Context: an optimization exercise on an open-source flow, tuned for small area, a short achievable clock period and few clock cycles per item. The choices shown serve that exercise and are no tape-out recipe. Only simulation tests tie the RTL to the original design; equivalence was not proved. Power and IR drop assume default switching activity.

$ cat flow/run.sh
#!/bin/bash
# synth_recipe.tcl (not shown) runs the flow's synth.tcl, then flattens the netlist and writes it again
# the make line also repeats each setting of config.mk as NAME=value (left out here)
make -C /OpenROAD-flow-scripts/flow DESIGN_CONFIG=/design/flow/config.mk WORK_HOME=/design/flow/orfs CLKGATE_MAP_FILE= SYNTH_SCRIPT=/design/flow/synth_recipe.tcl finish
$ cat flow/config.mk
export PLATFORM = sky130hd
export DESIGN_NAME = stream_byte_reassembler_core
export DESIGN_NICKNAME = stream_byte_reassembler_core
export VERILOG_FILES = /design/flow/design.v
export SDC_FILE = /design/flow/constraint.sdc
export NUM_CORES = 4
export LEC_CHECK = 0
export CAP_MARGIN = 20
export CORE_MARGIN = 2
export CORE_UTILIZATION = 50
export CTS_BUF_LIST = sky130_fd_sc_hd__clkbuf_4 sky130_fd_sc_hd__clkbuf_8 sky130_fd_sc_hd__clkbuf_16
export CTS_CLUSTER_DIAMETER = 60
export CTS_CLUSTER_SIZE = 24
export SETUP_SLACK_MARGIN = 3.0
export SLEW_MARGIN = 20
$ cat flow/constraint.sdc
create_clock -name core_clock -period 6.0 [get_ports {clk}]
set_input_delay 1.2000 -clock core_clock [delete_from_list [all_inputs] [get_ports {clk}]]
set_output_delay 1.2000 -clock core_clock [all_outputs]
set_load 0.01 [all_outputs]
$ cat flow/design.v
package sbr_pkg;
	localparam int WINDOW  = 64;
	localparam int IW      = $clog2(WINDOW);
	localparam int POS_W   = 32;
	localparam int BYTE_W  = 8;
	localparam int SPACE_W = 7;
endpackage
import sbr_pkg::*;
module stream_byte_reassembler_core (
	input  logic               clk,
	input  logic               arst_n,
	input  logic               req_valid,
	output logic               req_stall,
	input  logic               kind,
	input  logic [POS_W-1:0]   stream_index,
	input  logic [BYTE_W-1:0]  data_byte,
	input  logic               ends_stream,
	input  logic [SPACE_W-1:0] downstream_space,
	output logic               rsp_valid,
	input  logic               rsp_stall,
	output logic               out_valid,
	output logic [BYTE_W-1:0]  out_byte,
	output logic               last_of_run,
	output logic [SPACE_W-1:0] pending_count,
	output logic               stream_closed
);
	function automatic logic [IW-1:0] pe64(input logic [WINDOW-1:0] x);
		logic [WINDOW-1:0]      v;
		logic [WINDOW*IW-1:0]   ix;
		logic [WINDOW-1:0]      nv;
		logic [WINDOW*IW-1:0]   nix;
		begin
			v  = x;
			ix = '0;
			for (int l = 0; l < IW; l++) begin
				nv  = '0;
				nix = '0;
				for (int i = 0; i < (WINDOW >> (l + 1)); i++) begin
					nv[i] = v[2*i] | v[2*i+1];
					for (int b = 0; b < IW; b++) begin
						if (b < l)
							nix[i*IW+b] = v[2*i] ? ix[(2*i)*IW+b] : ix[(2*i+1)*IW+b];
						else if (b == l)
							nix[i*IW+b] = !v[2*i];
					end
				end
				v  = nv;
				ix = nix;
			end
			pe64 = ix[IW-1:0];
		end
	endfunction
	logic              qv_q;
	logic              qkind_q;
	logic [IW-1:0]     qplo_q;
	logic [SPACE_W-1:0] qd_q;
	logic              qsmall_q;
	logic [BYTE_W-1:0] qbyte_q;
	logic [SPACE_W-1:0] qroom_q;
	logic [POS_W-1:0]  next_q;
	logic [WINDOW-1:0] rel_q;
	logic [BYTE_W-1:0] ring_q [WINDOW];
	logic [POS_W-1:0]  end_q;
	logic              end_known_q;
	logic              blk_q;       
	logic              em_q;
	logic [SPACE_W-1:0] ra_q;
	logic              r1v_q, r1d_q, r1l_q, r1f_q, r1nm_q, r1s_q, r1pcl_q;
	logic [BYTE_W-1:0] r1b_q;
	logic [IW-1:0]     r1rk_q;
	logic [SPACE_W-1:0] r1er_q;
	logic              r2v_q, r2d_q, r2l_q, r2f_q, r2nm_q, r2s_q, r2pcl_q;
	logic [BYTE_W-1:0] r2b_q;
	logic [IW-1:0]     r2k_q;
	logic [SPACE_W-1:0] r2er_q;
	logic              ov_q;
	logic              od_q;
	logic [BYTE_W-1:0] ob_q;
	logic              ol_q;
	logic [SPACE_W-1:0] op_q;
	logic              oc_q;
	logic              o_free, r2_move, r2_free, r1_move, r1_free;
	logic              do_proc, do_emit, take, adv;
	assign o_free    = !ov_q || !rsp_stall;
	assign r2_move   = r2v_q && o_free;
	assign r2_free   = !r2v_q || o_free;
	assign r1_move   = r1v_q && r2_free;
	assign r1_free   = !r1v_q || r2_free;
	assign do_emit   = em_q && r1_free;
	assign do_proc   = qv_q && !em_q && !blk_q && r1_free;
	assign take      = req_valid && !req_stall;
	logic              sta_q, stb_q;
	logic              qv_n, em_n, blk_n, r1v_n, r2v_n, ov_n;
	assign req_stall = sta_q || (stb_q && rsp_stall);
	logic [IW-1:0]     h, d6;
	logic              closed, in_range, in_win, st0, nm;
	logic              z0, z1, nonempty, last0, last_e;
	logic [WINDOW-1:0] ddec, setv;
	logic [SPACE_W-1:0] room1;
	logic [BYTE_W-1:0] rd_byte;
	assign h      = next_q[IW-1:0];
	assign d6     = qd_q[IW-1:0];
	assign closed = oc_q;
	assign in_range = !qkind_q && qsmall_q && !qd_q[IW];
	assign in_win   = !closed && in_range && (qd_q < qroom_q);
	assign st0      = in_win && (d6 == '0);
	assign nm       = in_win && !rel_q[d6];
	assign room1    = qroom_q - SPACE_W'(1);
	always_comb begin
		for (int i = 0; i < WINDOW; i++) begin
			ddec[i] = (d6 == IW'(i));
		end
	end
	assign setv = ddec & {WINDOW{in_win}};
	assign z0       = !(rel_q[0] || (in_range && (d6 == IW'(0)))) || (qroom_q == '0);
	assign z1       = !(rel_q[1] || (in_range && (d6 == IW'(1)))) || (qroom_q == SPACE_W'(1));
	assign nonempty = !closed && !z0;
	assign last0    = closed || z0 || z1;
	assign last_e   = (ra_q == SPACE_W'(1)) || !rel_q[1];
	logic [SPACE_W-1:0] er;
	logic               er_small;
	logic [POS_W-SPACE_W-1:0] nh, nh1;
	assign nh       = next_q[POS_W-1:SPACE_W];
	assign nh1      = nh + 1'b1;
	assign er       = end_q[SPACE_W-1:0] - next_q[SPACE_W-1:0];
	assign er_small = (end_q[SPACE_W-1:0] < next_q[SPACE_W-1:0]) ? (end_q[POS_W-1:SPACE_W] == nh1)
	                                                           : (end_q[POS_W-1:SPACE_W] == nh);
	assign rd_byte = ring_q[h];
	assign adv     = (do_proc && nonempty) || do_emit;
	logic [WINDOW-1:0] kdec, kz;
	always_comb begin
		for (int i = 0; i < WINDOW; i++) begin
			kdec[i] = (r1rk_q == IW'(i));
		end
	end
	assign kz = ~rel_q | kdec;
	logic [SPACE_W-1:0] kfull, pa_new;
	logic               cl_new;
	assign kfull  = {1'b0, r2k_q} + SPACE_W'(r2s_q);
	assign pa_new = op_q + SPACE_W'(r2nm_q) - kfull;
	assign cl_new = oc_q || (r2pcl_q && (r2er_q == kfull));
	logic [SPACE_W-1:0]  lo, dn;
	logic                eqa, eqb, sn;
	assign lo  = stream_index[SPACE_W-1:0] - next_q[SPACE_W-1:0];
	assign eqa = (stream_index[POS_W-1:SPACE_W] == nh);
	assign eqb = (stream_index[POS_W-1:SPACE_W] == nh1);
	always_comb begin
		sn = (stream_index[SPACE_W-1:0] >= next_q[SPACE_W-1:0]) ? eqa : eqb;
		dn = lo;
		if (adv) begin
			dn = lo - SPACE_W'(1);
			sn = (sn && (lo != '0)) || (eqb && (lo == '0));
		end
	end
	always_comb begin
		qv_n  = take ? 1'b1 : do_proc ? 1'b0 : qv_q;
		em_n  = do_proc ? !last0 : do_emit ? !last_e : em_q;
		blk_n = do_proc ? (!closed && end_known_q && er_small)
		                : (r2_move && r2f_q && r2pcl_q) ? 1'b0 : blk_q;
		r1v_n = (do_proc || do_emit) ? 1'b1 : r1_move ? 1'b0 : r1v_q;
		r2v_n = r1_move ? 1'b1 : r2_move ? 1'b0 : r2v_q;
		ov_n  = r2_move ? 1'b1 : !rsp_stall ? 1'b0 : ov_q;
	end
	always_ff @(posedge clk or negedge arst_n) begin
		if (!arst_n) begin
			qv_q        <= 1'b0;
			next_q      <= '0;
			rel_q       <= '0;
			end_known_q <= 1'b0;
			blk_q       <= 1'b0;
			em_q        <= 1'b0;
			r1v_q       <= 1'b0;
			r2v_q       <= 1'b0;
			ov_q        <= 1'b0;
			sta_q       <= 1'b0;
			stb_q       <= 1'b0;
			op_q        <= '0;
			oc_q        <= 1'b0;
		end else begin
			qv_q  <= qv_n;
			em_q  <= em_n;
			blk_q <= blk_n;
			r1v_q <= r1v_n;
			r2v_q <= r2v_n;
			ov_q  <= ov_n;
			sta_q <= qv_n && (em_n || blk_n);
			stb_q <= qv_n && r1v_n && r2v_n && ov_n;
			if (take && ends_stream) begin
				end_known_q <= 1'b1;
			end
			if (adv) begin
				next_q <= next_q + POS_W'(1);
			end
			if (do_proc) begin
				if (nonempty) begin
					rel_q <= (rel_q | setv) >> 1;
				end else begin
					rel_q <= rel_q | setv;
				end
			end else if (do_emit) begin
				rel_q <= rel_q >> 1;
			end
			if (r2_move && r2f_q) begin
				op_q <= pa_new;
				oc_q <= cl_new;
			end
		end
	end
	always_ff @(posedge clk) begin
		if (qv_q && !em_q && in_win) ring_q[qplo_q] <= qbyte_q;
	end
	always_ff @(posedge clk) begin
		if (take) begin
			qkind_q  <= kind;
			qplo_q   <= stream_index[IW-1:0];
			qd_q     <= dn;
			qsmall_q <= sn;
			qbyte_q  <= data_byte;
			qroom_q  <= (downstream_space > SPACE_W'(WINDOW)) ? SPACE_W'(WINDOW) : downstream_space;
			if (ends_stream) end_q <= stream_index + POS_W'(!kind);
		end else if (adv) begin
			qd_q <= qd_q - SPACE_W'(1);
			if (qd_q == '0) qsmall_q <= 1'b0;
		end
		if (do_proc) begin
			ra_q    <= room1;
			r1d_q   <= nonempty;
			r1b_q   <= !nonempty ? '0 : st0 ? qbyte_q : rd_byte;
			r1l_q   <= last0;
			r1f_q   <= 1'b1;
			r1nm_q  <= nm;
			r1s_q   <= nonempty;
			r1pcl_q <= !closed && end_known_q && er_small;
			r1er_q  <= er;
			r1rk_q  <= room1[IW-1:0];
		end else if (do_emit) begin
			ra_q    <= ra_q - SPACE_W'(1);
			r1d_q   <= 1'b1;
			r1b_q   <= rd_byte;
			r1l_q   <= last_e;
			r1f_q   <= 1'b0;
		end
		if (r1_move) begin
			r2d_q   <= r1d_q;
			r2b_q   <= r1b_q;
			r2l_q   <= r1l_q;
			r2f_q   <= r1f_q;
			r2nm_q  <= r1nm_q;
			r2s_q   <= r1s_q;
			r2pcl_q <= r1pcl_q;
			r2er_q  <= r1er_q;
			r2k_q   <= r1s_q ? pe64(kz) : '0;
		end
		if (r2_move) begin
			od_q <= r2d_q;
			ob_q <= r2b_q;
			ol_q <= r2l_q;
		end
	end
	assign rsp_valid     = ov_q;
	assign out_valid     = od_q;
	assign out_byte      = ob_q;
	assign last_of_run   = ol_q;
	assign pending_count = op_q;
	assign stream_closed = oc_q;
endmodule
==> flow_summary.ini, run 1 <==
[placement]
placed_cell_area_sq_mm = 0.0371
gp_congestion = 0.969
post-dp-hpwl_um = 63900
io_buffers = 72

[layout]
regArea_sq_mm = 0.0222
nets = 2737
layout_commonest_cell = edfxtp_1
area_delta_synth_final_pct = 16.6
drive_above_1_share = 0.235
multi_input_area_sq_mm = 0.0133
fill_cells = 5531
final_cell_mix = edfxtp_1, mux4_2, nand2_1, a21oi_1, xnor2_1
stdcell_area_sq_mm = 0.0414
fin_util = 0.590
antennaDiodeCount = 0

[routing]
firstDrtPassIters = 7
wl_met1_um = 40300
wl_per_cell_um = 27.8
vias = 22867
vias_per_cell = 6.32
antenna_left = 0
wl_met2_um = 49400
first_iter_violations = 2664
drc = 0
dr_wl_met3_um = 6520
top_layer_used = met4
routed_wl_um = 101000

[clock_tree]
clkTransAtPathRegs_ps = 80
numClockSinks = 758
cts_tree = yes
clk-insertion-delay-late_ps = 660
cts_buffers = 55
h-tree-depth = 2
cts_buffer_depth = 3
postCtsHoldBufs = 0
cts_root_buffer = clkbuf_16

[floorplan]
die-area_sq_mm = 0.0731
core_sq_mm = 0.0701
rows = 97
io_pins = 73
die_w_um = 270
die_h_um = 270
start_util = 0.506

[setup_path]
end_kind = flip-flop
arrival_ps = 3320
critPathKind = reg2reg
crit_slowest_cell = edfxtp_1
crit_top_cell = a21o_1
cp-start-kind = flip-flop
crit_chain = buf_12 > nand2b_1 > a21o_1 > a21o_1 > a21o_1 > a21oi_2 > clkdlybuf4s15_2 > nand3_1 > buf_4 > nor2_2
crit_required_ps = 6290
worst_path_largest_cell_delay_ps = 440
critPathMaxFanout = 12

[synthesis]
yosys.area_share.simple = 0.0896
async_reset_ff_frac = 0.149
postSynthAreaPerCell_sq_um = 14.3
synth_mux_area_frac = 0.119
synth_compound_area_frac = 0.0771
synth_seq_cells = 758
synth_flop_cell = edfxtp_1
syn-num-nets = 2593
netlist_area_sq_mm = 0.0355
synth_top_family_by_area = multiplexers
synth_edf_count = 644
synth_xor_area_frac = 0.0464
ys_seq_area_frac = 0.625
ys_types = 87
synthCells = 2489
yosys_warnings = 1
synthAdderAreaFrac = 0.0186

[global_route]
grt_pass1_wl_um = 148000
antenna_found_initial = 1
grt_pass1_vias = 22342
grt_max_degree = 69
grt_overflow = 0
track_usage = 0.271

[power_and_ir_drop]
irDropWorstVdd_uv = 248
power_leakage_nw = 13.8
power.density_mw_per_mm2 = 246

[timing]
hold_viol = 0
maxSlewViolCount = 0
finalSetupViolations = 0
min_period_over_period = 0.505
holdWs_ps = 424
maxSlewHeadroom = 0.297
rsz0062_at_grt = yes
final.min_clock_period_ps = 3030
clock_skew_ps = 37.1
clock.fmax_mhz = 330
tightest_slew_ps = 1050
tns_ps = 0

[run_status]
status = finished clean

[run]
maxCapViolations = 0

[worst_hold_path]
hold_path.class = reg2reg
==> sequential cells by signal, summed over array words and instances, names as in the netlist, 8 cells and up <==
register  count
rel_q        64
qbyte_q       8
next_q       32
ring_q      512
ob_q          8
end_q        32
r2b_q         8
r1b_q         8
==> power by group <==
| part | total (mW) | leakage (nW) | switching (mW) | internal [mW] |
|---|---|---|---|---|
| clock network | 4.15 | 0.983 | 2.04 | 2.11 |
| registers | 5.71 | 7.23 | 0.0162 | 5.70 |
| logic | 0.311 | 5.57 | 0.201 | 0.110 |
| total | 10.2 | 13.8 | 2.26 | 7.92 |
==> kinds of logic (layout without fill, tap and decap cells) <==
group                      count (synthesis)  count (layout)
AOI/OAI and AO/OA                        445             445
DFF                                      758             758
muxes                                    190             190
xor gates and xnor gates                 188             188
buffers and inverters                    201             385
adders and majority gates                 51              51
and+or+nand+nor                          656             661
==> cell usage after synthesis, types with 11 or more instances <==
library cell,count,area (sq um)
xnor2_1,122,1070
a21oi_1,137,686
nand3_1,69,345
inv_1,56,210
o22ai_1,16,100
buf_2,18,90.1
nor4_1,15,93.8
a211oi_1,25,188
nor2b_1,22,138
mux4_2,185,4170
edfxtp_1,644,19300
ha_1,48,601
dfrtp_1,113,2830
o21a_1,11,82.6
nand2b_1,17,106
o21ai_0,108,541
nand4_1,31,194
and3_1,20,125
clkbuf_1,95,357
a21o_1,17,128
nor3_1,44,220
a22oi_1,13,97.6
buf_1,14,52.6
o211ai_1,14,105
a31oi_1,33,206
nor2_1,185,694
xor2_1,66,578
and2_1,12,75.1
nand2_1,188,706
o31ai_1,11,82.6
==> repair_timing <==
| action | CTS | global route |
|---|---|---|
| gates resized for setup | 204 | 81 |
| pin swaps | 22 | 27 |
| gates cloned | 11 | 7 |
| setup endpoints to repair | 729 | 349 |
| buffers inserted | 53 | 49 |
==> layer usage <==
metal / GRT usage / vias up
li1: - / 9917
met1: 0.367 / 11679
met2: 0.448 / 1038
met3: 0.0351 / 233
met4: 0.106 / 0
met5: 0 / -
==> per-stage QoR <==
| stage | setup slack [ps] | total power [mW] | cells |
|---|---|---|---|
| after detailed placement | 907 | 6.11 | 3396 |
| after CTS | 2850 | 10.2 | 3562 |
| after global placement | 879 | 6.10 | 3396 |
| after global routing | 2850 | 10.5 | 3618 |
| after floorplan | 2760 | 5.96 | 2489 |
| final | 2970 | 10.2 | 3618 |
==> path summary, 6_finish.rpt <==
path                                from             to  slack, ps  cells after the start
worst max-delay path             qd_q[0]  ring_q[44][3]       2970                     10
worst min-delay path            r2b_q[5]        ob_q[5]        420                      0
worst max register to register   qd_q[0]  ring_q[44][3]       2970                     10
worst min register to register  r2b_q[5]        ob_q[5]        420                      0
max in group asynchronous         arst_n           oc_q       4310                      2
min in group asynchronous         arst_n     next_q[27]        630                      1
==> critical path, delay by kind of cell, from the launching register on <==
kind                   cells  cell delay, ps
AOI/OAI and AO/OA          4             790
and+or+nand+nor            3             680
buffers and inverters      3             740
DFF                        1             440
==> cell type report <==
| cell class | instances | share of cell area |
|---|---|---|
| clock buffer | 59 | 0.0348 |
| clock inverter | 43 | 0.0145 |
| inverter | 60 | 0.00683 |
| timing repair buffer | 220 | 0.0561 |
| multi-input combinational | 1535 | 0.322 |
| sequential | 758 | 0.537 |
| timing repair inverter | 3 | 0.000635 |
| tap | 940 | 0.0284 |
Testbench counts, summed over its fixed seeds: cycles 14,740, items 9,629.
==> run 2, diff against run 1 <==
--- a/flow/config.mk
+++ b/flow/config.mk
@@ -8,8 +8,8 @@
 export CAP_MARGIN = 20
 export CORE_MARGIN = 2
-export CORE_UTILIZATION = 50
+export CORE_UTILIZATION = 40
 export CTS_BUF_LIST = sky130_fd_sc_hd__clkbuf_4 sky130_fd_sc_hd__clkbuf_8 sky130_fd_sc_hd__clkbuf_16
 export CTS_CLUSTER_DIAMETER = 60
 export CTS_CLUSTER_SIZE = 24
-export SETUP_SLACK_MARGIN = 3.0
+export SETUP_SLACK_MARGIN = 3.15
 export SLEW_MARGIN = 20
==> run 2 against run 1 <==
Effect of this change: highest routed layer is now met5; clock power increased by 1%; critical path depth decreased by 2; clock skew decreased by 13 ps; non-clock buffer count increased by 60; critical endpoint is now r1b_q[0].
==> flow_summary.ini, run 2 <==
[timing]
clock.fmax_mhz = 337
holdWs_ps = 417
hold_viol = 0
tightest_slew_ps = 1030
maxSlewViolCount = 0
rsz0062_at_grt = yes
maxSlewHeadroom = 0.314
final.min_clock_period_ps = 2960
clock_skew_ps = 24.1
min_period_over_period = 0.494
finalSetupViolations = 0
tns_ps = 0

[synthesis]
async_reset_ff_frac = 0.149
yosys-top-cells-count = edfxtp_1, nand2_1, mux4_2, nor2_1, a21oi_1
synth_edf_count = 644
yosys_warnings = 1
ys_seq_area_frac = 0.625
syn-num-nets = 2593
yosys.area.top_type = edfxtp_1
yosysMostFrequentCell = edfxtp_1
netlist_area_sq_mm = 0.0355
ys_types = 87
synth_flop_cell = edfxtp_1
yosysTopAreaCellShare = 0.545
synthCells = 2489
postSynthAreaPerCell_sq_um = 14.3
synth_seq_cells = 758
synth.area.top_cells = edfxtp_1, mux4_2, dfrtp_1

[setup_path]
reg2reg_slack_ps = 3040
crit_required_ps = 6410
regToRegEndpoint = r1b_q[0]
cp-startpoint = next_q[0]
crit_chain = buf_6 > buf_12 > buf_16 > mux4_2 > mux4_2 > mux4_2 > nand2b_1 > nand2_1
worst_path_largest_cell_delay_ps = 580
crit_top_cell = mux4_2
critPathKind = reg2reg
crit_slowest_cell = mux4_2
end_kind = flip-flop
r2r-start = next_q[0]
arrival_ps = 3370
cp-start-kind = flip-flop
rr_worst_depth = 8
critPathMaxFanout = 15

[layout]
stdcell_area_sq_mm = 0.0431
largestRegisters = ring_q (512), rel_q (64)
largest-register = ring_q
drive_above_1_share = 0.276
nets = 2796
largest_reg_flops = 512
final_cell_mix = edfxtp_1, mux4_2, nand2_1, buf_4, a21oi_1
layout_commonest_cell = edfxtp_1
area_delta_synth_final_pct = 21.3

[routing]
vias_per_cell = 6.02
wl_per_cell_um = 26.7
firstDrtPassIters = 6
routed_wl_um = 104000
antenna_left = 0
drc = 0
first_iter_violations = 2811
vias = 23501

[power_and_ir_drop]
power_leakage_nw = 14.3
power.density_mw_per_mm2 = 238
irDropWorstVdd_uv = 196

[global_route]
grt_overflow = 0
grt_max_degree = 71
antenna_found_initial = 6
grt_pass1_vias = 22919
grt_pass1_wl_um = 154000
track_usage = 0.227

[run]
maxCapViolations = 0

[floorplan]
die_w_um = 302
rows = 109
core_sq_mm = 0.0881
die-area_sq_mm = 0.0911
start_util = 0.403
die_h_um = 302
io_pins = 73

[clock_tree]
clk-insertion-delay-late_ps = 640
cts_buffer_depth = 3
numClockSinks = 758
cts_buffers = 57
postCtsHoldBufs = 0
h-tree-depth = 2
cts_tree = yes
clkTransAtPathRegs_ps = 90
cts_root_buffer = clkbuf_16

[worst_hold_path]
hold_path.class = reg2reg
hold_depth = 0
min-delay-start = r1pcl_q
holdPathEnd = r2pcl_q

[placement]
post-dp-hpwl_um = 64900
gp_congestion = 0.912
io_buffers = 72
placed_cell_area_sq_mm = 0.0374

[run_status]
status = finished clean
-- run 2: stage by stage --
| step | cells | utilization | setup slack, ps | total power [mW] |
|---|---|---|---|---|
| 2_1_floorplan | 2489 | - | 2760 | 5.96 |
| 3_3_place_gp | 3615 | 0.425 | 1200 | 6.10 |
| 3_5_place_dp | 3615 | 0.425 | 1160 | 6.11 |
| 4_1_cts | 3838 | 0.477 | 3060 | 10.3 |
| 5_1_grt | 3905 | 0.489 | 2960 | 10.5 |
| 6_report | 3905 | 0.489 | 3040 | 10.2 |
-- run 2: cell families (layout without fill, tap and decap cells) --
family	count (synthesis)	after routing	share of synthesized area
AO/OA/AOI/OAI	445	445	0.0771
XOR/XNOR	188	188	0.0464
adder cells (fa/ha/maj)	51	51	0.0186
buffers and inverters	201	448	0.0242
flip-flops	758	758	0.625
multiplexers	190	190	0.119
other	0	1	0
AND/OR/NAND/NOR	656	659	0.0896
-- run 2: how the worst max path moves through the flow --
stage / depth (start not counted) / endpoint / slack [ps]
6_report: 8 / r1b_q[0] / 3040
4_1_cts: 15 / qsmall_q / 3060
3_5_place_dp: 11 / qd_q[5] / 1160
5_1_grt: 9 / r1b_q[7] / 2960
3_3_place_gp: 11 / qd_q[5] / 1200
2_1_floorplan: 10 / qd_q[5] / 2760
-- run 2: final cells by class --
type                    count  area, sq um
flip-flops and latches    758        22200
well taps                1165         1460
clock inverters            40          505
diodes                      1         2.50
fillers                  7416        45000
repair inverters            2         15.0
multi-input cells        1533        13900
repair buffers            280         3180
clock buffers              66         1550
inverters                  60          275
-- run 2: routing by layer --
layer / up-vias / global-route usage / share of wire
li1: 10036 / - / -
met1: 12022 / 0.332 / 0.43
met2: 1218 / 0.343 / 0.45
met3: 219 / 0.0485 / 0.094
met4: 6 / 0.0607 / 0.030
met5: - / 0 / 0.00028
-- run 2: timing repair --
| action | CTS | global route |
|---|---|---|
| pin swaps | 66 | 51 |
| endpoints found under the setup margin | 674 | 556 |
| cloned | 19 | 4 |
| setup buffers | 98 | 62 |
| resized for setup | 310 | 105 |
| hold endpoints to repair | 0 | 0 |
-- run 2: critical path, delay by kind of cell (launching register included) --
kind / cells / cell delay, ps
buffers and inverters: 3 / 450
AND/OR/NAND/NOR: 2 / 190
flip-flops: 1 / 430
multiplexers: 3 / 1650
-- run 2: where the power goes --
part / switching, mW / internal, mW / leakage [nW] / total, mW
combinational: 0.217 / 0.127 / 6.07 / 0.344
sequential: 0.0131 / 5.70 / 7.23 / 5.71
clock: 2.10 / 2.09 / 0.998 / 4.19
total: 2.33 / 7.92 / 14.3 / 10.2
==> run 3, diff against run 2 <==
--- a/flow/config.mk
+++ b/flow/config.mk
@@ -12,4 +12,5 @@
 export CTS_CLUSTER_DIAMETER = 60
 export CTS_CLUSTER_SIZE = 24
-export SETUP_SLACK_MARGIN = 3.15
+export SETUP_SLACK_MARGIN = 3.3
 export SLEW_MARGIN = 20
+export TNS_END_PERCENT = 0
==> run 3 against run 2 <==
Effect of this change: sequential share of layout area rose by 1.2 points; total power is 1.6% higher; critical endpoint is now rel_q[38]; combinational power fell by about 10%; fmax fell by 2.7%; critical path type unchanged; worst setup slack worse by 82 ps; synthesized cell count unchanged; register-to-register slack worse by 80 ps; cell count decreased by 1.1%; core utilization shrank 1.1 points.
==> flow_summary.ini, run 3 <==
[run_status]
status = finished clean

[routing]
first_iter_violations = 2465
firstDrtPassIters = 5
vias = 23023
antenna_left = 0
drc = 0
vias_per_cell = 5.96
wl_per_cell_um = 26.5
routed_wl_um = 102000

[synthesis]
yosysMostFrequentCell = edfxtp_1
ys_types = 87
synth_seq_cells = 758
ys_seq_area_frac = 0.625
yosys_warnings = 1
syn-num-nets = 2593
synth_flop_cell = edfxtp_1
synthCells = 2489
netlist_area_sq_mm = 0.0355
yosys.area.top_type = edfxtp_1
yosys-top-cells-count = edfxtp_1, nand2_1, mux4_2, nor2_1, a21oi_1
synth.area.top_cells = edfxtp_1, mux4_2, dfrtp_1
yosysTopAreaCellShare = 0.545
synth_edf_count = 644
async_reset_ff_frac = 0.149
postSynthAreaPerCell_sq_um = 14.3

[layout]
layout_commonest_cell = edfxtp_1
stdcell_area_sq_mm = 0.0421
final_cell_mix = edfxtp_1, mux4_2, nand2_1, a21oi_1, xnor2_1
largest_reg_flops = 512
nets = 2748
drive_above_1_share = 0.238
largest-register = ring_q
final_cells = 3862
regArea_sq_mm = 0.0222
area_delta_synth_final_pct = 18.6
largestRegisters = ring_q (512), rel_q (64)
fill_cells = 7573
multi_input_area_sq_mm = 0.0133

[global_route]
gr-max-usage-layer = met2
grt_pass1_vias = 22466
antenna_found_initial = 7
grt_overflow = 0
grt_pass1_wl_um = 148000
track_usage = 0.217
met1_usage = 0.312
grtUsageMet3 = 0.0398
grt_use_met2 = 0.339
grt_max_degree = 69

[power_and_ir_drop]
p_seq_frac = 0.548
p_sw_frac = 0.238
clkPwrFrac = 0.422
power_leakage_nw = 13.9
irDropWorstVdd_uv = 244
power_mw = 10.4
intPower_mw = 7.93
p_switching_mw = 2.48
power.density_mw_per_mm2 = 247
comb_power_share = 0.030

[worst_hold_path]
hold_path.class = reg2reg
min-delay-start = r1b_q[6]
holdPathEnd = r2b_q[6]
hold_depth = 0

[setup_path]
crit_slowest_cell = a211oi_1
worst_path_largest_cell_delay_ps = 920
rr_worst_depth = 8
critPathMaxFanout = 8
end_kind = flip-flop
r2r-start = qd_q[5]
path_delay_family = compound AO/OA/AOI/OAI gates
arrival_ps = 3640
crit_required_ps = 6600
regToRegEndpoint = rel_q[38]
reg2reg_slack_ps = 2950
critPathBufInv = 1
critPathKind = reg2reg
cp-start-kind = flip-flop
crit_chain = ha_1 > a21oi_1 > o211ai_1 > buf_4 > a211oi_1 > a221oi_1 > o21ai_0 > o21a_1

[clock_tree]
numClockSinks = 758
cts_buffers = 60
cts_root_buffer = clkbuf_16
cts_buffer_depth = 3
h-tree-depth = 2
postCtsHoldBufs = 0
cts_tree = yes
clk-insertion-delay-late_ps = 680
clkTransAtPathRegs_ps = 90

[placement]
io_buffers = 72
dp.cells = 3619
place_ws_ps = 1280
placed_cell_area_sq_mm = 0.0373
post-dp-hpwl_um = 64800
gp_congestion = 0.912

[timing]
maxSlewViolCount = 0
tightest_slew_ps = 1150
tns_ps = 0
finalSetupViolations = 0
clock.fmax_mhz = 328
fin_ws_ps = 2950
clock_skew_ps = 37.3
final.min_clock_period_ps = 3050
hold_viol = 0
min_period_over_period = 0.508
rsz0062_at_grt = yes
maxSlewHeadroom = 0.230

[floorplan]
io_pins = 73
die_w_um = 302
core_sq_mm = 0.0881
die_h_um = 302
die-area_sq_mm = 0.0911
rows = 109
start_util = 0.403

[run]
maxCapViolations = 0
[run 3: cell type report]
| type | count | share of cell area |
|---|---|---|
| repair inverters | 2 | 0.000357 |
| diodes | 1 | 0.0000595 |
| well taps | 1165 | 0.0346 |
| flip-flops and latches | 758 | 0.528 |
| clock buffers | 63 | 0.0362 |
| clock inverters | 51 | 0.0173 |
| inverters | 60 | 0.00621 |
| repair buffers | 230 | 0.0610 |
| multi-input cells | 1532 | 0.316 |
[run 3: what timing repair did]
item | 4_1_cts | 5_1_grt
buffers inserted | 60 | 49
resized for setup | 202 | 68
pin swaps | 39 | 25
endpoints found under the setup margin | 721 | 682
cloned | 7 | 12
[run 3: per-stage QoR]
step                hold slack, ps  utilization
floorplan                      400            -
global placement               405        0.424
detailed placement             406        0.424
CTS                            423        0.467
global route                   437        0.478
finish                         421        0.478
[run 3: worst max path at each step]
stage	from	cells past startpoint	slack [ps]	end
final	qd_q[5]	8	2950	rel_q[38]
after global routing	next_q[1]	13	2940	sta_q
after CTS	qd_q[1]	12	2960	ring_q[1][7]
after detailed placement	rsp_stall	11	1280	qd_q[5]
after global placement	rsp_stall	11	1320	qd_q[5]
after floorplan	rsp_stall	10	2750	qd_q[5]
[run 3: metal layers]
layer,share of wire,wire [um]
met3,0.081,8270
met5,0.00060,62
met4,0.029,3020
met2,0.46,47500
met1,0.43,43600
[run 3: kinds of logic after synthesis]
group,after synthesis,synth area share
mux,190,0.119
flops,758,0.625
xor+xnor,188,0.0464
simple gates,656,0.0896
fa+ha+maj,51,0.0186
buf+inv,201,0.0242
compound gates,445,0.0771
[run 3: power by group through the flow]
stage / clock network [mW] / logic (mW) / registers [mW]
CTS: 4.46 / 0.296 / 5.71
global placement: 0 / 0.267 / 5.83
detailed placement: 0 / 0.273 / 5.83
global route: 4.65 / 0.332 / 5.71
finish: 4.39 / 0.309 / 5.71
floorplan: 0 / 0.121 / 5.84
==> run 4, diff against run 3 <==
--- a/flow/config.mk
+++ b/flow/config.mk
@@ -12,5 +12,5 @@
 export CTS_CLUSTER_DIAMETER = 60
 export CTS_CLUSTER_SIZE = 24
-export SETUP_SLACK_MARGIN = 3.3
+export SETUP_SLACK_MARGIN = 3.2
 export SLEW_MARGIN = 20
-export TNS_END_PERCENT = 0
+export TNS_END_PERCENT = 50
==> run 4 against run 3 <==
Effect of this change: total power is 1.5% lower; cell count up 1.5%; fmax rose by 4.7%; die area unchanged; routed wire length is 0.25% lower; global-route usage increased by 0.41 points; critical endpoint is now r1b_q[4].
==> flow_summary.ini, run 4 <==
[synthesis]
ys_seq_area_frac = 0.625
yosys.area.top_type = edfxtp_1
syn-num-nets = 2593
synthCells = 2489
postSynthAreaPerCell_sq_um = 14.3
synth_flop_cell = edfxtp_1
yosys-top-cells-count = edfxtp_1, nand2_1, mux4_2, nor2_1, a21oi_1
synth_edf_count = 644
synth.area.top_cells = edfxtp_1, mux4_2, dfrtp_1
yosysTopAreaCellShare = 0.545
yosysMostFrequentCell = edfxtp_1
yosys_warnings = 1
ys_types = 87
netlist_area_sq_mm = 0.0355
synth_seq_cells = 758
async_reset_ff_frac = 0.149

[routing]
wl_per_cell_um = 26.1
vias = 23242
antenna_left = 0
drc = 0
firstDrtPassIters = 6
vias_per_cell = 5.93
routed_wl_um = 102000
first_iter_violations = 2760

[setup_path]
rr_worst_depth = 8
regToRegEndpoint = r1b_q[4]
end_kind = flip-flop
worst_path_largest_cell_delay_ps = 550
crit_top_cell = mux4_2
crit_chain = buf_12 > buf_12 > buf_16 > mux4_2 > mux4_2 > mux4_2 > nand2b_1 > nand2_1
critPathMaxFanout = 7
crit_slowest_cell = mux4_2
crit_required_ps = 6440
cp-start-kind = flip-flop
critPathKind = reg2reg
r2r-start = next_q[0]
cp-startpoint = next_q[0]
arrival_ps = 3340
reg2reg_slack_ps = 3090
critical_path.endpoint = r1b_q[4]

[layout]
fill_cells = 7436
final_cell_mix = edfxtp_1, mux4_2, nand2_1, buf_4, a21oi_1
largest_reg_flops = 512
largest-register = ring_q
layout_commonest_cell = edfxtp_1
largestRegisters = ring_q (512), rel_q (64)
nets = 2809
stdcell_area_sq_mm = 0.0431
fin_util = 0.490
final_cells = 3919
area_delta_synth_final_pct = 21.6
drive_above_1_share = 0.280

[floorplan]
start_util = 0.403
die_h_um = 302
rows = 109
core_sq_mm = 0.0881
die-area_sq_mm = 0.0911
io_pins = 73
die_w_um = 302

[run]
maxCapViolations = 0

[placement]
dp.cells = 3616
post-dp-hpwl_um = 63700
placed_cell_area_sq_mm = 0.0375
place_ws_ps = 1360
io_buffers = 72
gp_congestion = 0.916

[power_and_ir_drop]
power_leakage_nw = 14.5
irDropWorstVdd_uv = 231
intPower_mw = 7.84
p_seq_frac = 0.557
comb_power_share = 0.031
clkPwrFrac = 0.412
p_switching_mw = 2.41
power.density_mw_per_mm2 = 238
power_mw = 10.3
p_sw_frac = 0.235

[clock_tree]
clk-insertion-delay-late_ps = 680
cts_buffers = 58
numClockSinks = 758
clkTransAtPathRegs_ps = 90
cts_root_buffer = clkbuf_16
cts_buffer_depth = 3
cts_tree = yes
h-tree-depth = 2
postCtsHoldBufs = 0

[timing]
fin_ws_ps = 3090
hold_viol = 0
tns_ps = 0
clock.fmax_mhz = 344
min_period_over_period = 0.485
rsz0062_at_grt = yes
maxSlewHeadroom = 0.339
finalSetupViolations = 0
clock_skew_ps = 57.0
maxSlewViolCount = 0
holdWs_ps = 420
final.min_clock_period_ps = 2910
tightest_slew_ps = 992

[global_route]
grt_overflow = 0
antenna_found_initial = 8
track_usage = 0.221
grt_max_degree = 77
grt_pass1_vias = 22907
grt_pass1_wl_um = 151000

[run_status]
status = finished clean

[worst_hold_path]
hold_path.class = reg2reg
-- run 4: cell counts after synthesis --
No cell type changed its count.
-- run 4: power groups by stage --
stage	clock [mW]	sequential, mW	combinational (mW)
floorplan	0	5.84	0.124
global placement	0	5.83	0.264
detailed placement	0	5.83	0.270
CTS	4.31	5.71	0.300
global route	4.50	5.71	0.341
finish	4.23	5.71	0.316
-- run 4: logic make-up (layout without fill, tap and decap cells) --
kind of cell             count (synthesis)  in the layout  share of synthesized area
buffers and inverters                  201            461                     0.0242
flip-flops                             758            758                      0.625
XOR/XNOR                               188            188                     0.0464
AO/OA/AOI/OAI                          445            445                     0.0771
multiplexers                           190            190                      0.119
other                                    0              2                          0
adder cells (fa/ha/maj)                 51             51                     0.0186
AND/OR/NAND/NOR                        656            659                     0.0896
-- run 4: how the worst min path moves through the flow --
stage          startpoint   endpoint  slack [ps]  cells after the start
5_1_grt          r2b_q[1]    ob_q[1]         420                      0
2_1_floorplan    r2b_q[0]    ob_q[0]         400                      0
3_3_place_gp        r1l_q      r2l_q         410                      0
6_report         r2b_q[1]    ob_q[1]         420                      0
4_1_cts            arst_n  rel_q[57]         420                      1
3_5_place_dp     r1b_q[2]   r2b_q[2]         400                      0
-- run 4: area by class of cell --
type | count | area [sq um] | share of cell area
clock buffer | 64 | 1510 | 0.0351
sequential | 758 | 22200 | 0.515
timing repair inverter | 3 | 23.8 | 0.000551
clock inverter | 43 | 603 | 0.0140
timing repair buffer | 291 | 3340 | 0.0774
antenna | 2 | 5.00 | 0.000116
tap | 1165 | 1460 | 0.0338
inverter | 60 | 274 | 0.00635
multi-input combinational | 1533 | 13700 | 0.318
-- run 4: repair_timing --
action,in CTS,in global routing
resized for setup,247,143
endpoints found under the hold margin,0,0
setup endpoints to repair,698,608
setup buffers,107,64
pin swaps,57,54
cloned,19,4
-- run 4: worst max-delay path: cells and delay by family (launching register included) --
family / cells / cell delay, ps
and+or+nand+nor: 2 / 150
muxes: 3 / 1620
buffers and inverters: 3 / 450
DFF: 1 / 440
-- run 4: layer usage --
layer | track usage | wire length, um | up-vias
met5 | 0 | 77 | -
met4 | 0.0611 | 3100 | 10
met1 | 0.314 | 42500 | 11862
met2 | 0.350 | 47900 | 1091
li1 | - | - | 10067
met3 | 0.0399 | 8590 | 212
==> run 5, diff against run 4 <==
--- a/flow/config.mk
+++ b/flow/config.mk
@@ -6,5 +6,5 @@
 export NUM_CORES = 4
 export LEC_CHECK = 0
-export CAP_MARGIN = 20
+export CAP_MARGIN = 5
 export CORE_MARGIN = 2
 export CORE_UTILIZATION = 40
@@ -12,5 +12,4 @@
 export CTS_CLUSTER_DIAMETER = 60
 export CTS_CLUSTER_SIZE = 24
-export SETUP_SLACK_MARGIN = 3.2
-export SLEW_MARGIN = 20
-export TNS_END_PERCENT = 50
+export SETUP_SLACK_MARGIN = 3.0
+export SLEW_MARGIN = 5
==> run 5 against run 4 <==
Effect of this change: sequential share of layout area grew 1.4 points; flip-flop and latch count is the same; area after synthesis is the same; count of clock-buffer cells in the layout shrank 2; worst hold slack lost 1.2 ps; routed wire length shrank 0.65%; cell count shrank 1.5%; first-iteration DRC count shrank 3.8%; via count shrank 0.46%; non-clock buffer count shrank 61; die area is the same; critical endpoint is now rel_q[16]; largest cell class unchanged; largest power group unchanged.
==> flow_summary.ini, run 5 <==
[run_status]
status = finished clean

[setup_path]
end_kind = flip-flop
cp-start-kind = flip-flop
crit_slowest_cell = nor3_1
critPathBufInv = 1
r2r-start = qd_q[5]
crit_chain = buf_4 > nor2_2 > a41oi_2 > nor3_1 > nand2_2 > o21ai_0 > nand2_1 > o21ai_0 > o31a_1
path_delay_family = simple AND/OR/NAND/NOR gates
crit_top_cell = o21ai_0
critPathMaxFanout = 15
regToRegEndpoint = rel_q[16]
rr_worst_depth = 9
crit_required_ps = 6580
arrival_ps = 3560
reg2reg_slack_ps = 3010
critPathKind = reg2reg
worst_path_largest_cell_delay_ps = 570

[synthesis]
yosysMostFrequentCell = edfxtp_1
synth_xor_area_frac = 0.0464
synthCells = 2489
async_reset_ff_frac = 0.149
synth_top_family_by_area = multiplexers
syn-num-nets = 2593
yosys-top-cells-count = edfxtp_1, nand2_1, mux4_2, nor2_1, a21oi_1
yosys_warnings = 1
yosysTopAreaCellShare = 0.545
ys_types = 87
synth.area.top_cells = edfxtp_1, mux4_2, dfrtp_1
netlist_area_sq_mm = 0.0355
synth_compound_area_frac = 0.0771
synth_seq_cells = 758
yosys.area.top_type = edfxtp_1
synth_mux_area_frac = 0.119
yosys.area_share.simple = 0.0896
synthAdderAreaFrac = 0.0186
synth_edf_count = 644
ys_seq_area_frac = 0.625
postSynthAreaPerCell_sq_um = 14.3
synth_flop_cell = edfxtp_1

[floorplan]
die_h_um = 302
io_pins = 73
start_util = 0.403
die_w_um = 302
rows = 109
die-area_sq_mm = 0.0911
core_sq_mm = 0.0881

[layout]
fill_cells = 7600
layout_commonest_cell = edfxtp_1
nets = 2748
drive_above_1_share = 0.241
largest_reg_flops = 512
area_delta_synth_final_pct = 18.4
final_cell_mix = edfxtp_1, mux4_2, nand2_1, a21oi_1, xnor2_1
largest-register = ring_q
largestRegisters = ring_q (512), rel_q (64)
stdcell_area_sq_mm = 0.0420

[placement]
gp_congestion = 0.934
io_buffers = 72
placed_cell_area_sq_mm = 0.0374
post-dp-hpwl_um = 64200

[clock_tree]
cts_buffers = 60
cts_tree = yes
clkTransAtPathRegs_ps = 80
cts_buffer_depth = 3
clk-insertion-delay-late_ps = 710
postCtsHoldBufs = 0
cts_root_buffer = clkbuf_16
numClockSinks = 758
h-tree-depth = 2

[worst_hold_path]
hold_depth = 0
holdPathEnd = ob_q[0]
hold_path.class = reg2reg
min-delay-start = r2b_q[0]

[timing]
final.min_clock_period_ps = 2990
min_period_over_period = 0.498
hold_viol = 0
clock_skew_ps = 71.5
rsz0062_at_grt = yes
clock.fmax_mhz = 335
tightest_slew_ps = 1040
tns_ps = 0
maxSlewViolCount = 0
maxSlewHeadroom = 0.308
finalSetupViolations = 0

[routing]
wl_per_cell_um = 26.3
vias_per_cell = 5.99
routed_wl_um = 102000
drc = 0
first_iter_violations = 2656
antenna_left = 0
firstDrtPassIters = 6
vias = 23136

[run]
maxCapViolations = 0

[global_route]
track_usage = 0.219
antenna_found_initial = 5
grt_pass1_vias = 22278
grt_overflow = 0
grt_max_degree = 72
grt_pass1_wl_um = 150000

[power_and_ir_drop]
irDropWorstVdd_uv = 266
power.density_mw_per_mm2 = 249
power_leakage_nw = 13.9
run 5: worst max-delay path by stage:
stage	cells past startpoint	slack [ps]	to	start
after floorplan	10	2760	qd_q[5]	rsp_stall
after global placement	11	1330	qd_q[5]	rsp_stall
after detailed placement	11	1270	qd_q[5]	rsp_stall
after CTS	10	2860	ring_q[37][1]	qroom_q[1]
after global routing	9	2870	rel_q[16]	qd_q[5]
final	9	3010	rel_q[16]	qd_q[5]
run 5: where the power goes:
part / internal, mW / leakage, nW / total [mW] / switching, mW
Sequential: 5.70 / 7.23 / 5.71 / 0.0134
Clock: 2.11 / 1.09 / 4.43 / 2.32
Combinational: 0.107 / 5.56 / 0.308 / 0.201
run 5: cell type report:
class	count	area, sq um	area share
clock buffers	62	1520	0.0361
multi-input cells	1532	13300	0.316
diodes	1	2.50	0.0000596
repair inverters	2	15.0	0.000357
repair buffers	230	2500	0.0594
clock inverters	51	762	0.0181
inverters	60	262	0.00622
flip-flops and latches	758	22200	0.529
well taps	1165	1460	0.0347
run 5: what timing repair did:
item | in CTS | in global routing
pin swaps | 14 | 22
gates resized for setup | 187 | 83
gates cloned | 13 | 6
buffers inserted | 43 | 63
endpoints found under the setup margin | 646 | 585
run 5: kinds of logic (layout without fill, tap and decap cells):
family,after synthesis,in the layout
AOI/OAI and AO/OA,445,445
xor gates and xnor gates,188,188
adders and majority gates,51,51
buffers and inverters,201,405
DFF,758,758
muxes,190,190
other,0,1
and+or+nand+nor,656,658
run 5: through the flow:
stage	instances	power (mW)	hold WS, ps	setup WS (ps)	utilization
floorplan	2489	5.96	400	2760	-
global placement	3621	6.10	408	1330	0.424
detailed placement	3621	6.11	405	1270	0.424
CTS	3790	10.5	423	2860	0.466
global route	3860	10.7	424	2870	0.477
finish	3861	10.4	418	3010	0.477
run 5: per-layer routing:
metal  vias to the layer above  share of wire  GRT usage
met4                         6          0.025     0.0489
met5                         -        0.00028          0
met3                       173          0.087     0.0361
met2                      1155           0.47      0.346
met1                     11859           0.42      0.321
li1                       9943              -          -
==> run 6, diff against run 5 <==
==> flow/config.mk (replaced) <==
export PLATFORM = sky130hd
export DESIGN_NAME = stream_byte_reassembler_core
export DESIGN_NICKNAME = stream_byte_reassembler_core
export VERILOG_FILES = /design/flow/design.v
export SDC_FILE = /design/flow/constraint.sdc
export NUM_CORES = 4
export LEC_CHECK = 0
export CAP_MARGIN = 20
export CORE_MARGIN = 2
export CORE_UTILIZATION = 40
export CTS_BUF_LIST = sky130_fd_sc_hd__clkbuf_8 sky130_fd_sc_hd__clkbuf_16
export CTS_CLUSTER_DIAMETER = 60
export CTS_CLUSTER_SIZE = 30
export SETUP_SLACK_MARGIN = 3.0
export SLEW_MARGIN = 20
==> run 6 against run 5 <==
Effect of this change: critical endpoint is now r1b_q[0]; count of clock-buffer cells in the layout down 3; flip-flop and latch count unchanged; total power is 0.23% lower; synthesized cell count is the same; cell count up 0.49%; sequential power hardly changed; clock power about the same; cell area up 0.54%.
==> flow_summary.ini, run 6 <==
[timing]
min_period_over_period = 0.499
holdWs_ps = 407
tightest_slew_ps = 1040
clock_skew_ps = 38.2
finalSetupViolations = 0
rsz0062_at_grt = yes
clock.fmax_mhz = 334
hold_viol = 0
final.min_clock_period_ps = 2990
fin_ws_ps = 3010
maxSlewViolCount = 0
maxSlewHeadroom = 0.307
tns_ps = 0

[setup_path]
worst_path_largest_cell_delay_ps = 540
cp-start-kind = flip-flop
critPathKind = reg2reg
crit_chain = buf_12 > buf_8 > buf_16 > mux4_2 > mux4_2 > mux4_2 > nand2b_1 > nand2_1
arrival_ps = 3390
crit_required_ps = 6400
critPathMaxFanout = 7
end_kind = flip-flop
crit_top_cell = mux4_2
crit_slowest_cell = mux4_2

[global_route]
antenna_found_initial = 3
grt_overflow = 0
grt_use_met2 = 0.347
grt_max_degree = 72
gr-max-usage-layer = met2
grt_pass1_vias = 22229
grtUsageMet3 = 0.0351
track_usage = 0.220
met1_usage = 0.322
grt_pass1_wl_um = 149000

[layout]
largest_reg_flops = 512
largest-register = ring_q
largestRegisters = ring_q (512), rel_q (64)
drive_above_1_share = 0.248
multi_input_area_sq_mm = 0.0133
fill_cells = 7519
fin_util = 0.479
nets = 2768
area_delta_synth_final_pct = 19.1
regArea_sq_mm = 0.0222
final_cell_mix = edfxtp_1, mux4_2, nand2_1, buf_4, a21oi_1
layout_commonest_cell = edfxtp_1

[synthesis]
yosys-top-cells-count = edfxtp_1, nand2_1, mux4_2, nor2_1, a21oi_1
yosys_warnings = 1
yosys.area.top_type = edfxtp_1
synth_mux_area_frac = 0.119
postSynthAreaPerCell_sq_um = 14.3
syn-num-nets = 2593
netlist_area_sq_mm = 0.0355
yosysTopAreaCellShare = 0.545
synthAdderAreaFrac = 0.0186
synth_top_family_by_area = multiplexers
async_reset_ff_frac = 0.149
yosys.area_share.simple = 0.0896
synth_edf_count = 644
ys_types = 87
synth.area.top_cells = edfxtp_1, mux4_2, dfrtp_1
yosysMostFrequentCell = edfxtp_1
synth_compound_area_frac = 0.0771
synth_xor_area_frac = 0.0464
synth_seq_cells = 758
synth_flop_cell = edfxtp_1
ys_seq_area_frac = 0.625
synthCells = 2489

[floorplan]
die-area_sq_mm = 0.0911
start_util = 0.403
io_pins = 73
rows = 109
die_h_um = 302
core_sq_mm = 0.0881
die_w_um = 302

[routing]
wl_per_cell_um = 26.3
antenna_left = 0
routed_wl_um = 102000
vias = 23043
first_iter_violations = 2617
firstDrtPassIters = 7
vias_per_cell = 5.94
drc = 0

[power_and_ir_drop]
irDropWorstVdd_uv = 232
power_leakage_nw = 14.0
power.density_mw_per_mm2 = 247
power_mw = 10.4

[clock_tree]
cts_buffer_depth = 3
postCtsHoldBufs = 0
cts_tree = yes
h-tree-depth = 2
clk-insertion-delay-late_ps = 680
cts_buffers = 58
clkTransAtPathRegs_ps = 90
cts_root_buffer = clkbuf_16
numClockSinks = 758

[run]
maxCapViolations = 0

[placement]
io_buffers = 72
post-dp-hpwl_um = 64100
place_ws_ps = 1260
gp_congestion = 0.934

[run_status]
status = finished clean

[worst_hold_path]
hold_path.class = reg2reg
[run 6: changes by cell type in the layout (fill, tap and decap cells not counted), sizes merged]
cell and change:
bufbuf -2, dlymetal6s2s +2, clkinv -1, clkdlybuf4s50 -1, inv +1, dlygate4sd2 -2, clkbuf +1, clkdlybuf4s15 -1
buf +22
[run 6: routing by layer]
| metal | routed length, um | up-vias |
|---|---|---|
| met5 | 23 | - |
| met2 | 47900 | 1005 |
| met3 | 8150 | 159 |
| li1 | - | 9972 |
| met1 | 43600 | 11903 |
| met4 | 2450 | 4 |
[run 6: timing repair]
item,in CTS,in global routing
pin swaps,22,19
gates resized for setup,200,79
setup buffers,48,79
endpoints found under the setup margin,648,571
gates cloned,13,8
[run 6: final timing paths]
kind / slack (ps) / end / cells past startpoint / startpoint
max in group asynchronous: 4230 / next_q[1] / 2 / arst_n
min: 410 / ob_q[0] / 0 / r2b_q[0]
min in group asynchronous: 590 / rel_q[58] / 1 / arst_n
min reg2reg: 410 / ob_q[0] / 0 / r2b_q[0]
max reg2reg: 3010 / r1b_q[0] / 8 / next_q[0]
max: 3010 / r1b_q[0] / 8 / next_q[0]
[run 6: worst max-delay path: cells and delay by family (launching register included)]
family	cells	cell delay, ps
flip-flops	1	520
multiplexers	3	1580
buffers and inverters	3	420
AND/OR/NAND/NOR	2	170
[run 6: metrics by stage]
stage / cell area (sq um) / std cells
floorplan: 35600 / 2489
global placement: 37400 / 3621
detailed placement: 37400 / 3621
CTS: 41100 / 3792
global route: 42200 / 3879
finish: 42200 / 3880
[run 6: kinds of logic after synthesis]
family	after synthesis
DFF	758
buffers and inverters	201
muxes	190
adders and majority gates	51
AOI/OAI and AO/OA	445
xor gates and xnor gates	188
and+or+nand+nor	656
[run 6: final cells by class]
type | instances | area share
timing repair inverter | 2 | 0.000355
clock buffer | 59 | 0.0347
antenna | 1 | 0.0000592
tap | 1165 | 0.0345
inverter | 60 | 0.00619
sequential | 758 | 0.526
clock inverter | 51 | 0.0188
multi-input combinational | 1532 | 0.315
timing repair buffer | 252 | 0.0647
[run 6: power breakdown]
| part | switching (mW) | internal [mW] | leakage [nW] |
|---|---|---|---|
| combinational | 0.201 | 0.108 | 5.72 |
| clock | 2.33 | 2.07 | 1.09 |
| sequential | 0.0132 | 5.70 | 7.23 |
==> run 7, diff against run 6 <==
--- a/flow/design.v
+++ b/flow/design.v
@@ -105,5 +105,5 @@
 	assign in_win   = !closed && in_range && (qd_q < qroom_q);
 	assign st0      = in_win && (d6 == '0);
-	assign nm       = in_win && !rel_q[d6];
+	assign nm       = in_win && !(|(rel_q & ddec));
 	assign room1    = qroom_q - SPACE_W'(1);
 	always_comb begin
@@ -126,5 +126,14 @@
 	assign er_small = (end_q[SPACE_W-1:0] < next_q[SPACE_W-1:0]) ? (end_q[POS_W-1:SPACE_W] == nh1)
 	                                                           : (end_q[POS_W-1:SPACE_W] == nh);
-	assign rd_byte = ring_q[h];
+	logic [WINDOW-1:0] hdec;
+	always_comb begin
+		for (int i = 0; i < WINDOW; i++) begin
+			hdec[i] = (h == IW'(i));
+		end
+		rd_byte = '0;
+		for (int i = 0; i < WINDOW; i++) begin
+			rd_byte = rd_byte | (ring_q[i] & {BYTE_W{hdec[i]}});
+		end
+	end
 	assign adv     = (do_proc && nonempty) || do_emit;
 	logic [WINDOW-1:0] kdec, kz;
--- a/flow/config.mk
+++ b/flow/config.mk
@@ -9,7 +9,7 @@
 export CORE_MARGIN = 2
 export CORE_UTILIZATION = 40
-export CTS_BUF_LIST = sky130_fd_sc_hd__clkbuf_8 sky130_fd_sc_hd__clkbuf_16
+export CTS_BUF_LIST = sky130_fd_sc_hd__clkbuf_4 sky130_fd_sc_hd__clkbuf_8 sky130_fd_sc_hd__clkbuf_16
 export CTS_CLUSTER_DIAMETER = 60
-export CTS_CLUSTER_SIZE = 30
+export CTS_CLUSTER_SIZE = 24
 export SETUP_SLACK_MARGIN = 3.0
 export SLEW_MARGIN = 20
==> run 7 against run 6 <==
Effect of this change: synthesized cell count rose by 10%; critical path depth up 1; first-iteration DRC count increased by 59%; sequential power rose by 28%; worst setup slack worse by 260 ps; clock power rose by 5.0%; clock skew grew 8.4 ps; sequential share of layout area fell by 1.6 points; worst hold slack better by 15 ps; global-route usage grew 9.2 points; non-clock buffer count increased by 102; cell count is 9.5% higher.
==> flow_summary.ini, run 7 <==
[routing]
vias = 27897
firstDrtPassIters = 6
wl_per_cell_um = 33.7
first_iter_violations = 4168
routed_wl_um = 143000
drc = 0
vias_per_cell = 6.57
antenna_left = 0

[synthesis]
postSynthAreaPerCell_sq_um = 12.7
syn-num-nets = 2852
synthCells = 2745
ys_seq_area_frac = 0.636
synth.area.top_cells = edfxtp_1, dfrtp_1, a22o_1
synth_edf_count = 644
ys_types = 90
yosys.area.top_type = edfxtp_1
yosysTopAreaCellShare = 0.554
synth_flop_cell = edfxtp_1
netlist_area_sq_mm = 0.0349
yosys_warnings = 1
synth_seq_cells = 758
async_reset_ff_frac = 0.149
yosys-top-cells-count = edfxtp_1, nor2_1, nand2_1
yosysMostFrequentCell = edfxtp_1

[global_route]
antenna_found_initial = 6
grt_pass1_wl_um = 200000
track_usage = 0.312
grt_overflow = 0
grt_max_degree = 66
grt_pass1_vias = 26257

[worst_hold_path]
holdPathEnd = ob_q[4]
hold_path.class = reg2reg
hold_depth = 0
min-delay-start = r2b_q[4]

[setup_path]
critPathKind = reg2reg
rr_worst_depth = 9
regToRegEndpoint = r1b_q[2]
cp-start-kind = flip-flop
reg2reg_slack_ps = 2750
crit_required_ps = 6390
critPathMaxFanout = 8
r2r-start = next_q[1]
arrival_ps = 3640
end_kind = flip-flop

[layout]
area_delta_synth_final_pct = 24.8
drive_above_1_share = 0.244
largest-register = ring_q
final_cell_mix = edfxtp_1, buf_4, nor2_1, nand2_1, a22o_1
largest_reg_flops = 512
largestRegisters = ring_q (512), rel_q (64)
layout_commonest_cell = edfxtp_1
nets = 3147

[clock_tree]
clkTransAtPathRegs_ps = 80
numClockSinks = 758
cts_root_buffer = clkbuf_16
clk-insertion-delay-late_ps = 660
cts_buffers = 68
cts_tree = yes
cts_buffer_depth = 3
h-tree-depth = 3

[floorplan]
core_sq_mm = 0.0866
die-area_sq_mm = 0.0897
rows = 108
die_h_um = 299
die_w_um = 299
io_pins = 73
start_util = 0.403

[power_and_ir_drop]
irDropWorstVdd_uv = 292
power_mw = 19.2
power.density_mw_per_mm2 = 441
power_leakage_nw = 15.0

[timing]
min_period_over_period = 0.542
rsz0062_at_grt = yes
maxSlewViolCount = 0
final.min_clock_period_ps = 3250
tightest_slew_ps = 959
tns_ps = 0
maxSlewHeadroom = 0.360
finalSetupViolations = 0
clock_skew_ps = 46.6
hold_viol = 0
clock.fmax_mhz = 307

[placement]
io_buffers = 72
gp_congestion = 1.01
post-dp-hpwl_um = 95800

[run]
maxCapViolations = 0

[run_status]
status = finished clean
## run 7: area by class of cell
| class | count | area (sq um) |
|---|---|---|
| diodes | 1 | 2.50 |
| clock buffers | 72 | 1770 |
| clock inverters | 50 | 577 |
| fillers | 7335 | 43100 |
| inverters | 61 | 265 |
| multi-input cells | 1796 | 14100 |
| flip-flops and latches | 758 | 22200 |
| well taps | 1155 | 1450 |
| repair buffers | 354 | 3170 |
| repair inverters | 1 | 8.76 |
## run 7: metrics by stage
| step | area, sq um | utilization | worst slack [ps] | std cells | hold slack (ps) |
|---|---|---|---|---|---|
| floorplan | 35000 | - | 2820 | 2745 | 400 |
| global placement | 37600 | 0.434 | 1500 | 3961 | 411 |
| detailed placement | 37600 | 0.434 | 1470 | 3961 | 405 |
| CTS | 42500 | 0.491 | 2920 | 4193 | 424 |
| global route | 43600 | 0.503 | 2700 | 4247 | 432 |
| finish | 43600 | 0.503 | 2750 | 4248 | 422 |
## run 7: kinds of logic after synthesis
group	Yosys count	share of synthesized area
and+or+nand+nor	804	0.115
DFF	758	0.636
AOI/OAI and AO/OA	754	0.161
buffers and inverters	193	0.0222
xor gates and xnor gates	172	0.0432
adders and majority gates	54	0.0200
muxes	10	0.00297
## run 7: where the power goes
part | switching, mW | leakage [nW] | internal [mW]
registers | 0.737 | 7.16 | 6.60
clock network | 2.32 | 1.14 | 2.30
logic | 4.52 | 6.67 | 2.72
total | 7.58 | 15.0 | 11.6
## run 7: how the worst max path moves through the flow
stage,start,endpoint
after floorplan,stream_index[14],qsmall_q
after global placement,rsp_stall,next_q[16]
after detailed placement,rsp_stall,next_q[16]
after CTS,next_q[3],r1b_q[7]
after global routing,next_q[0],r1b_q[2]
final,next_q[1],r1b_q[2]
## run 7: metal layers
layer	share of wire	wire length, um	track usage
met1	0.38	54500	0.416
met2	0.45	63800	0.485
met3	0.10	14900	0.0564
met4	0.069	9890	0.170
met5	0.00026	37	0
## run 7: critical path, stage by stage (launching register included)
cell	delay, ps
dfrtp_2	430
buf_4	170
ha_4	200
nand3_4	150
nor2_1	80
buf_6	170
a221oi_4	320
nand4_1	510
or4_4	740
a22o_1	220
## run 7: what timing repair did
action / in CTS / in global routing
setup buffers: 107 / 53
pin swaps: 73 / 50
cloned: 3 / 1
hold buffers: 0 / 0
resized for setup: 403 / 123
setup endpoints to repair: 661 / 485
Testbench counts of run 7, summed over its fixed seeds: cycles 14,740, items 9,629.
==> run 8, diff against run 7 <==
--- a/flow/config.mk
+++ b/flow/config.mk
@@ -12,4 +12,5 @@
 export CTS_CLUSTER_DIAMETER = 60
 export CTS_CLUSTER_SIZE = 24
-export SETUP_SLACK_MARGIN = 3.0
+export SETUP_SLACK_MARGIN = 3.2
 export SLEW_MARGIN = 20
+export TNS_END_PERCENT = 50
==> run 8 against run 7 <==
Effect of this change: total power rose by 3.8%; cell count up 1.3%; synthesized cell count is the same; worst hold slack lost 2.7 ps; sequential power hardly changed; combinational power grew 4.1%; flip-flop and latch count is the same; critical path depth rose by 1; via count is 0.87% higher; fmax shrank 4.2%; largest cell class unchanged; highest routed layer unchanged.
==> flow_summary.ini, run 8 <==
[run_status]
status = finished clean

[global_route]
antenna_found_initial = 1
grt_overflow = 0
grt_pass1_wl_um = 200000
grt_max_degree = 66
grt_pass1_vias = 26444
track_usage = 0.312

[timing]
fin_ws_ps = 2600
hold_viol = 0
finalSetupViolations = 0
clock_skew_ps = 50.1
clock.fmax_mhz = 294
min_period_over_period = 0.566
maxSlewViolCount = 0
rsz0062_at_grt = yes
final.min_clock_period_ps = 3400
maxSlewHeadroom = 0.128
tightest_slew_ps = 1300
tns_ps = 0

[power_and_ir_drop]
irDropWorstVdd_uv = 340
intPower_mw = 12.1
p_seq_frac = 0.367
power_mw = 19.9
p_sw_frac = 0.391
comb_power_share = 0.378
clkPwrFrac = 0.255
p_switching_mw = 7.79
power_leakage_nw = 15.3
power.density_mw_per_mm2 = 450

[setup_path]
end_kind = flip-flop
arrival_ps = 3830
crit_chain = clkinvlp_4 > buf_12 > ha_4 > nand2_2 > nor2_2 > a22o_1 > a221oi_1 > nand4_1 > or4_4 > a22o_1
critPathKind = reg2reg
critPathBufInv = 2
worst_path_largest_cell_delay_ps = 680
crit_required_ps = 6430
cp-start-kind = flip-flop
critPathMaxFanout = 8
crit_slowest_cell = or4_4
crit_top_cell = a22o_1
path_delay_family = simple AND/OR/NAND/NOR gates

[synthesis]
syn-num-nets = 2852
yosys_warnings = 1
netlist_area_sq_mm = 0.0349
yosys-top-cells-count = edfxtp_1, nor2_1, nand2_1
synth_flop_cell = edfxtp_1
postSynthAreaPerCell_sq_um = 12.7
synthCells = 2745
synth_edf_count = 644
yosysMostFrequentCell = edfxtp_1
synth.area.top_cells = edfxtp_1, dfrtp_1, a22o_1
synth_seq_cells = 758
async_reset_ff_frac = 0.149
yosysTopAreaCellShare = 0.554
ys_types = 90
ys_seq_area_frac = 0.636
yosys.area.top_type = edfxtp_1

[layout]
largest-register = ring_q
drive_above_1_share = 0.255
largest_reg_flops = 512
stdcell_area_sq_mm = 0.0443
area_delta_synth_final_pct = 26.8
nets = 3195
final_cell_mix = edfxtp_1, buf_4, nor2_1, nand2_1, a22o_1
layout_commonest_cell = edfxtp_1
final_cells = 4302
largestRegisters = ring_q (512), rel_q (64)

[clock_tree]
cts_root_buffer = clkbuf_16
h-tree-depth = 3
clkTransAtPathRegs_ps = 90
cts_buffers = 72
numClockSinks = 758
cts_buffer_depth = 3
cts_tree = yes
clk-insertion-delay-late_ps = 670

[placement]
placed_cell_area_sq_mm = 0.0376
place_ws_ps = 1280
dp.cells = 3957
io_buffers = 72
post-dp-hpwl_um = 93200
gp_congestion = 0.971

[run]
maxCapViolations = 0

[floorplan]
rows = 108
die-area_sq_mm = 0.0897
core_sq_mm = 0.0866
die_h_um = 299
start_util = 0.403
die_w_um = 299
io_pins = 73

[routing]
antenna_left = 0
vias = 28141
routed_wl_um = 143000
firstDrtPassIters = 7
wl_per_cell_um = 33.2
first_iter_violations = 3846
drc = 0
vias_per_cell = 6.54

[worst_hold_path]
hold_path.class = reg2reg
run 8: cell types whose count changed in the layout (fill, tap and decap cells not counted), sizes merged:
cell | before | now
a211oi | 21 | 22
buf | 283 | 327
bufinv | 0 | 4
clkbuf | 79 | 84
clkdlybuf4s15 | 6 | 5
clkdlybuf4s50 | 50 | 48
clkinv | 28 | 29
clkinvlp | 7 | 6
dlygate4sd2 | 7 | 6
dlymetal6s2s | 1 | 3
inv | 77 | 79
nand2 | 183 | 182
o21a | 12 | 13
run 8: worst reg2reg max path: stages, from the launching register on:
cell        delay, ps
dfrtp_2           450
clkinvlp_4        150
buf_12            150
ha_4              190
nand2_2           120
nor2_2            200
a22o_1            300
a221oi_1          240
nand4_1           490
or4_4             690
a22o_1            220
run 8: layer usage:
metal  global-route usage  vias up  wire, um
li1                     -    11546         -
met1                0.418    14105     54700
met2                0.478     2008     63200
met3               0.0572      480     14800
met4                0.177        2     10200
met5                    0        -        11
run 8: cell type report:
type / instances / area [sq um]
fillers: 7396 / 42300
flip-flops and latches: 758 / 22200
multi-input cells: 1797 / 13900
repair buffers: 396 / 3750
clock buffers: 77 / 1900
well taps: 1155 / 1450
clock inverters: 55 / 748
inverters: 61 / 283
repair inverters: 2 / 16.3
diodes: 1 / 2.50
run 8: worst paths after layout:
check	from	to	slack [ps]	cells past startpoint
max in group asynchronous	arst_n	ov_q	4010	2
max	next_q[1]	r1b_q[6]	2600	10
min reg2reg	r1er_q[3]	r2er_q[3]	420	0
min in group asynchronous	arst_n	next_q[26]	630	1
min	r1er_q[3]	r2er_q[3]	420	0
max reg2reg	next_q[1]	r1b_q[6]	2600	10
run 8: power groups by stage:
| stage | registers (mW) | clock network (mW) | logic, mW |
|---|---|---|---|
| 2_1_floorplan | 7.12 | 0 | 3.69 |
| 3_3_place_gp | 7.47 | 0 | 5.57 |
| 3_5_place_dp | 7.48 | 0 | 5.70 |
| 4_1_cts | 7.33 | 5.13 | 6.51 |
| 5_1_grt | 7.34 | 5.34 | 7.94 |
| 6_report | 7.31 | 5.08 | 7.54 |
run 8: cells by family (layout without fill, tap and decap cells):
group	count (synthesis)	count (layout)	synth area share
AO/OA/AOI/OAI	754	756	0.161
XOR/XNOR	172	172	0.0432
AND/OR/NAND/NOR	804	805	0.115
flip-flops	758	758	0.636
other	0	1	0
adder cells (fa/ha/maj)	54	54	0.0200
buffers and inverters	193	591	0.0222
multiplexers	10	10	0.00297
run 8: timing repair:
action	in CTS	in global routing
endpoints found under the setup margin	713	443
pin swaps	83	74
hold buffers	0	0
buffers inserted	132	69
resized for setup	313	209
cloned	7	3
run 8: per-stage QoR:
step | hold slack, ps | util
2_1_floorplan | 400 | -
3_3_place_gp | 406 | 0.434
3_5_place_dp | 405 | 0.434
4_1_cts | 421 | 0.494
5_1_grt | 438 | 0.511
6_report | 419 | 0.511

-- what the ideal ports hide --
How much do the figures lean on ideal ports? The routed layouts below were timed once more, with nothing changed but the port constraints. Step 1 sets driving cells, clkbuf_16 on the clock port and buf_2 on the other inputs (assumed; they add their load-dependent delay and slew). Step 2 also shifts input and output timing later by t, the mid clock arrival at the registers, as if the neighbouring blocks saw the same clock. a / b / c = no drivers / after step 1 / after step 2; a / b = the first two.
| run | t, ns | setup slack, ns | worst setup path at the end | worst slew at a driven data input, ns | pins driven straight from the clock port |
|---|---|---|---|---|---|
| run 1 | 0.715 | 2.969 / 2.965 / 2.345 | input to register | 0.06 | 1 |
| run 2 | 0.701 | 3.037 / 3.037 / 2.374 | input to register | 0.13 | 1 |
| run 3 | 0.736 | 2.955 / 2.955 / 2.343 | input to register | 0.12 | 1 |
| run 4 | 0.718 | 3.090 / 3.090 / 2.451 | input to register | 0.15 | 1 |
| run 5 | 0.741 | 3.015 / 2.973 / 2.380 | input to register | 0.14 | 1 |
| run 6 | 0.727 | 3.009 / 3.009 / 2.327 | input to register | 0.12 | 1 |
| run 7 | 0.705 | 2.746 / 2.746 / 2.193 | input to register | 0.13 | 1 |
| run 8 | 0.711 | 2.602 / 2.602 / 2.248 | input to register | 0.09 | 1 |
After both steps every run listed still meets setup and hold. The setup slack of run 6, which loses most, moves by 0.000 ns with the drivers and by -0.682 ns with both steps.
